This design comes from an exercise in tuning for small area and a short achievable clock period on the open sky130 flow, not from production work.
At most, simulation tests tie the RTL to the original design; equivalence was not proved.
Power and IR drop assume default switching activity.

==> module fp_to_int, before the edit <==
module fp_to_int (
	input logic [31:0] x,
	output logic [31:0] d,       
	output logic [4:0] r,        
	output logic in_range,       
	output logic min_int,        
	output logic ovf,
	output logic nan
);
	logic s;
	logic [7:0] e;
	logic [22:0] f;
	assign s = x[31];
	assign e = x[30:23];
	assign f = x[22:0];
	assign d = {1'b1, f, 8'd0};
	assign r = 5'(5'd29 - e[4:0]);   
	assign in_range = (e >= 8'd126) && (e <= 8'd157);
	assign nan = (e == 8'hff) && (f != '0);
	assign min_int = s && (e == 8'd158) && (f == '0);
	assign ovf = ((e > 8'd158) && !nan) || ((e == 8'd158) && !(s && (f == '0)));
endmodule
==> module fpu_result, before the edit <==
module fpu_result (
	input logic clk,
	input logic rst_n,
	input logic is_abs,
	input logic is_neg,
	input logic is_floor,
	input logic is_ftoi,
	input logic is_itof,
	input logic invalid,
	input logic [31:0] x1,
	input logic [31:0] x2,
	input logic [31:0] fl_a,
	input logic fl_cin,
	input logic fl_tiny,
	input logic fl_neg_one,
	input logic [31:0] ft_d,
	input logic [4:0] ft_r,
	input logic ft_in_range,
	input logic ft_min_int,
	input logic ft_ovf,
	input logic ft_nan,
	input logic [31:0] it_d,
	input logic [4:0] it_lz,
	output logic [31:0] it_n,
	input logic [31:0] it_a,
	input logic it_cin,
	output logic [31:0] y,
	output logic [3:0] exc
);
	logic sel_sgn;
	logic sel_fl;
	logic sel_ft;
	logic sel_it;
	logic fl_small;
	logic sh_s;
	logic [31:0] sh_d;
	logic [4:0] sh_r;
	logic [31:0] sh_o;
	logic [31:0] a;
	logic cin;
	logic [3:0] exc_d;
	assign sh_s = is_itof ? x2[31] : x1[31];
	assign sh_d = is_itof ? it_d : (ft_d ^ {32{x1[31]}});
	assign sh_r = is_itof ? it_lz : ft_r;
	logic [31:0] sh_1;
	logic [31:0] sh_2;
	logic [31:0] sh_3;
	logic [31:0] sh_4;
	assign sh_1 = sh_r[4] ? {{16{sh_s}}, sh_d[31:16]} : sh_d;
	assign sh_2 = sh_r[3] ? {{8{sh_s}}, sh_1[31:8]} : sh_1;
	assign sh_3 = sh_r[2] ? {{4{sh_s}}, sh_2[31:4]} : sh_2;
	assign sh_4 = sh_r[1] ? {{2{sh_s}}, sh_3[31:2]} : sh_3;
	assign sh_o = sh_r[0] ? {sh_s, sh_4[31:1]} : sh_4;
	always_comb begin
		for (int i = 0; i < 32; i++) begin
			it_n[i] = sh_o[31 - i];
		end
	end
	assign sel_sgn = rst_n & (is_abs | is_neg);
	assign sel_fl = rst_n & is_floor & ~fl_tiny;
	assign sel_ft = rst_n & is_ftoi & ft_in_range;
	assign sel_it = rst_n & is_itof;
	assign fl_small = rst_n & is_floor & fl_tiny;
	assign a = ({32{sel_sgn}} & {is_neg & ~x1[31], x1[30:0]})
		| ({32{sel_fl}} & fl_a)
		| ({32{sel_ft}} & {x1[31], sh_o[31:1]})
		| ({32{sel_it}} & it_a)
		| {(fl_small & x1[31]) | (rst_n & is_ftoi & ft_min_int), 1'b0, {7{fl_small & fl_neg_one}}, 23'd0};
	assign cin = (sel_fl & fl_cin) | (sel_ft & sh_o[0]) | (sel_it & it_cin);
	assign exc_d = {rst_n & invalid, 1'b0, rst_n & is_ftoi & ft_nan, rst_n & is_ftoi & ft_ovf};
	logic [31:0] a_q;
	logic cin_q;
	always_ff @(posedge clk) begin
		a_q <= a;
		cin_q <= cin;
		exc <= exc_d;
	end
	logic [7:0] grp;             
	logic [7:0] gpre;            
	logic [31:0] pre;            
	always_comb begin
		for (int j = 0; j < 8; j++) begin
			grp[j] = &a_q[4*j +: 4];
		end
		gpre[0] = 1'b1;
		for (int j = 1; j < 8; j++) begin
			gpre[j] = gpre[j-1] & grp[j-1];
		end
		for (int j = 0; j < 8; j++) begin
			pre[4*j] = gpre[j];
			pre[4*j+1] = gpre[j] & a_q[4*j];
			pre[4*j+2] = gpre[j] & a_q[4*j] & a_q[4*j+1];
			pre[4*j+3] = gpre[j] & a_q[4*j] & a_q[4*j+1] & a_q[4*j+2];
		end
	end
	assign y = a_q ^ ({32{cin_q}} & pre);
endmodule
==> module fpu_unit, before the edit <==
module fpu_unit (
	input logic clk,
	input logic rst_n,
	input logic [16:0] instr,
	input logic [31:0] x1,    
	input logic signed [31:0] x2,     
	output logic [31:0] y,
	output logic [3:0] exc
);
	logic is_abs, is_neg, is_floor, is_ftoi, is_itof, invalid;
	logic [31:0] fl_a;
	logic fl_cin;
	logic fl_tiny;
	logic fl_neg_one;
	logic [31:0] ft_d;
	logic [4:0] ft_r;
	logic ft_in_range;
	logic ft_min_int;
	logic ft_ovf;
	logic ft_nan;
	logic [31:0] it_d;
	logic [4:0] it_lz;
	logic [31:0] it_n;
	logic [31:0] it_a;
	logic it_cin;
	fpu_decode fpu_decode_i (
		.instr_w  (instr),
		.is_abs   (is_abs),
		.is_neg   (is_neg),
		.is_floor (is_floor),
		.is_ftoi  (is_ftoi),
		.is_itof  (is_itof),
		.invalid  (invalid)
	);
	fp_floor fp_floor_i (
		.x       (x1),
		.a       (fl_a),
		.cin     (fl_cin),
		.tiny    (fl_tiny),
		.neg_one (fl_neg_one)
	);
	fp_to_int fp_to_int_i (
		.x        (x1),
		.d        (ft_d),
		.r        (ft_r),
		.in_range (ft_in_range),
		.min_int  (ft_min_int),
		.ovf      (ft_ovf),
		.nan      (ft_nan)
	);
	int_to_fp int_to_fp_i (
		.x   (x2),
		.n   (it_n),
		.d   (it_d),
		.lz  (it_lz),
		.a   (it_a),
		.cin (it_cin)
	);
	fpu_result fpu_result_i (
		.clk         (clk),
		.rst_n       (rst_n),
		.is_abs      (is_abs),
		.is_neg      (is_neg),
		.is_floor    (is_floor),
		.is_ftoi     (is_ftoi),
		.is_itof     (is_itof),
		.invalid     (invalid),
		.x1          (x1),
		.x2          (x2),
		.fl_a        (fl_a),
		.fl_cin      (fl_cin),
		.fl_tiny     (fl_tiny),
		.fl_neg_one  (fl_neg_one),
		.ft_d        (ft_d),
		.ft_r        (ft_r),
		.ft_in_range (ft_in_range),
		.ft_min_int  (ft_min_int),
		.ft_ovf      (ft_ovf),
		.ft_nan      (ft_nan),
		.it_d        (it_d),
		.it_lz       (it_lz),
		.it_n        (it_n),
		.it_a        (it_a),
		.it_cin      (it_cin),
		.y           (y),
		.exc         (exc)
	);
endmodule
Settings: LEC_CHECK=0, ABC_AREA=1, CAP_MARGIN=20, CORE_MARGIN=2, CORE_UTILIZATION=35, CTS_BUF_LIST=sky130_fd_sc_hd__clkbuf_8, SETUP_SLACK_MARGIN=3.6, SLEW_MARGIN=20; clock period 8.0 ns.
standard.sh (not shown) runs the stock make flow with config.mk's settings and CLKGATE_MAP_FILE= SYNTH_SCRIPT=/design/flow/synth_recipe.tcl, a recipe that flattens the netlist after the stock synthesis.
==> flow/flow/run.sh <==
#!/bin/bash
# standard layout, with plain buffers on the ports instead of delay buffers
set -euo pipefail
export BUFFER_PORTS_ARGS="-buffer_cell sky130_fd_sc_hd__buf_1"
bash standard.sh finish > standard.log 2>&1
Rerun with:
--- a/flow/design.v
+++ b/flow/design.v
@@ -92,11 +92,12 @@
 endmodule
 `timescale 1ns/1ns
 module fp_to_int (
 	input logic [31:0] x,
-	output logic [31:0] d,       
+	output logic [33:0] d,       
 	output logic [4:0] r,        
 	output logic in_range,       
+	output logic small,          
 	output logic min_int,        
 	output logic ovf,
 	output logic nan
 );
@@ -105,11 +106,12 @@
 	logic [22:0] f;
 	assign s = x[31];
 	assign e = x[30:23];
 	assign f = x[22:0];
-	assign d = {1'b1, f, 8'd0};
-	assign r = 5'(5'd29 - e[4:0]);   
-	assign in_range = (e >= 8'd126) && (e <= 8'd157);
+	assign d = {1'b1, f, 10'd0};
+	assign r = ~e[4:0];
+	assign in_range = (e >= 8'd128) && (e <= 8'd157);
+	assign small = (e[7:1] == 7'b0111111);
 	assign nan = (e == 8'hff) && (f != '0);
 	assign min_int = s && (e == 8'd158) && (f == '0);
 	assign ovf = ((e > 8'd158) && !nan) || ((e == 8'd158) && !(s && (f == '0)));
 endmodule
@@ -183,11 +185,12 @@
 	input logic [31:0] fl_a,
 	input logic fl_cin,
 	input logic fl_tiny,
 	input logic fl_neg_one,
-	input logic [31:0] ft_d,
+	input logic [33:0] ft_d,
 	input logic [4:0] ft_r,
 	input logic ft_in_range,
+	input logic ft_small,
 	input logic ft_min_int,
 	input logic ft_ovf,
 	input logic ft_nan,
 	input logic [31:0] it_d,
@@ -200,45 +203,51 @@
 );
 	logic sel_sgn;
 	logic sel_fl;
 	logic sel_ft;
+	logic ft_lo;
 	logic sel_it;
 	logic fl_small;
 	logic sh_s;
-	logic [31:0] sh_d;
+	logic [33:0] sh_d;
 	logic [4:0] sh_r;
 	logic [31:0] sh_o;
 	logic [31:0] a;
 	logic cin;
 	logic [3:0] exc_d;
 	assign sh_s = is_itof ? x2[31] : x1[31];
-	assign sh_d = is_itof ? it_d : (ft_d ^ {32{x1[31]}});
+	assign sh_d = is_itof ? {{2{x2[31]}}, it_d} : (ft_d ^ {34{x1[31]}});
 	assign sh_r = is_itof ? it_lz : ft_r;
-	logic [31:0] sh_1;
-	logic [31:0] sh_2;
-	logic [31:0] sh_3;
-	logic [31:0] sh_4;
-	assign sh_1 = sh_r[4] ? {{16{sh_s}}, sh_d[31:16]} : sh_d;
-	assign sh_2 = sh_r[3] ? {{8{sh_s}}, sh_1[31:8]} : sh_1;
-	assign sh_3 = sh_r[2] ? {{4{sh_s}}, sh_2[31:4]} : sh_2;
-	assign sh_4 = sh_r[1] ? {{2{sh_s}}, sh_3[31:2]} : sh_3;
-	assign sh_o = sh_r[0] ? {sh_s, sh_4[31:1]} : sh_4;
+	logic [33:0] sh_1;
+	logic [33:0] sh_2;
+	logic [33:0] sh_3;
+	logic [33:0] sh_4;
+	logic [33:0] sh_5;
+	assign sh_1 = sh_r[4] ? {{16{sh_s}}, sh_d[33:16]} : sh_d;
+	assign sh_2 = sh_r[3] ? {{8{sh_s}}, sh_1[33:8]} : sh_1;
+	assign sh_3 = sh_r[2] ? {{4{sh_s}}, sh_2[33:4]} : sh_2;
+	assign sh_4 = sh_r[1] ? {{2{sh_s}}, sh_3[33:2]} : sh_3;
+	assign sh_5 = sh_r[0] ? {sh_s, sh_4[33:1]} : sh_4;
+	assign sh_o = sh_5[31:0];
 	always_comb begin
 		for (int i = 0; i < 32; i++) begin
 			it_n[i] = sh_o[31 - i];
 		end
 	end
 	assign sel_sgn = rst_n & (is_abs | is_neg);
 	assign sel_fl = rst_n & is_floor & ~fl_tiny;
 	assign sel_ft = rst_n & is_ftoi & ft_in_range;
+	assign ft_lo = rst_n & is_ftoi & ft_small;
 	assign sel_it = rst_n & is_itof;
 	assign fl_small = rst_n & is_floor & fl_tiny;
 	assign a = ({32{sel_sgn}} & {is_neg & ~x1[31], x1[30:0]})
 		| ({32{sel_fl}} & fl_a)
 		| ({32{sel_ft}} & {x1[31], sh_o[31:1]})
+		| ({32{ft_lo}} & ({32{x1[31]}} ^ {31'd0, x1[23]}))
 		| ({32{sel_it}} & it_a)
 		| {(fl_small & x1[31]) | (rst_n & is_ftoi & ft_min_int), 1'b0, {7{fl_small & fl_neg_one}}, 23'd0};
-	assign cin = (sel_fl & fl_cin) | (sel_ft & sh_o[0]) | (sel_it & it_cin);
+	assign cin = (sel_fl & fl_cin) | (sel_ft & sh_o[0]) | (sel_it & it_cin)
+		| (ft_lo & (x1[31] ^ (~x1[23] | x1[22])));
 	assign exc_d = {rst_n & invalid, 1'b0, rst_n & is_ftoi & ft_nan, rst_n & is_ftoi & ft_ovf};
 	logic [31:0] a_q;
 	logic cin_q;
 	always_ff @(posedge clk) begin
@@ -280,11 +289,12 @@
 	logic [31:0] fl_a;
 	logic fl_cin;
 	logic fl_tiny;
 	logic fl_neg_one;
-	logic [31:0] ft_d;
+	logic [33:0] ft_d;
 	logic [4:0] ft_r;
 	logic ft_in_range;
+	logic ft_small;
 	logic ft_min_int;
 	logic ft_ovf;
 	logic ft_nan;
 	logic [31:0] it_d;
@@ -312,8 +322,9 @@
 		.x        (x1),
 		.d        (ft_d),
 		.r        (ft_r),
 		.in_range (ft_in_range),
+		.small    (ft_small),
 		.min_int  (ft_min_int),
 		.ovf      (ft_ovf),
 		.nan      (ft_nan)
 	);
@@ -342,8 +353,9 @@
 		.fl_neg_one  (fl_neg_one),
 		.ft_d        (ft_d),
 		.ft_r        (ft_r),
 		.ft_in_range (ft_in_range),
+		.ft_small    (ft_small),
 		.ft_min_int  (ft_min_int),
 		.ft_ovf      (ft_ovf),
 		.ft_nan      (ft_nan),
 		.it_d        (it_d),
Result:
- non-clock buffer count went up by 5
- routed wire length went up by 11%
- critical path depth does not change
- area after synthesis went up by 3.6%
- core utilization went up by 0.23 points
- cell count went up by 3.6%
- total power went down by 13%
- final area went up by 4.2%
No functional check of the RTL was part of the second run of this note.

[re-timing with driven ports]
The flow's constraints put no driver on any port. The routed layouts listed below were extracted and timed again, unchanged, in two steps.
Step 1: set_driving_cell puts a clkbuf_16 on clk and a buf_2 on each other input, an assumption about the parent block.
Step 2 times the ports against the registers' clock, not the clock port: input delays grow and output delays shrink by t, the midpoint of the rising clock arrivals with the driver on.
Slacks: ideal / step 1 / step 2; pairs: ideal / step 1.
| run | t (ns) | slack for setup (ns) | hold slack, ns | cell pins on the clock port's net |
|---|---|---|---|---|
| the first run | 0.332 | 3.819 / 3.786 / 3.551 | 1.593 / 1.595 / 1.927 | 1 |
| the second run | 0.326 | 3.756 / 3.749 / 3.445 | 1.632 / 1.619 / 1.944 | 1 |
After both steps setup and hold are still met in every run listed. The setup slack of the second run, which loses most, moves by -0.007 ns with the drivers and by -0.311 ns with both steps.
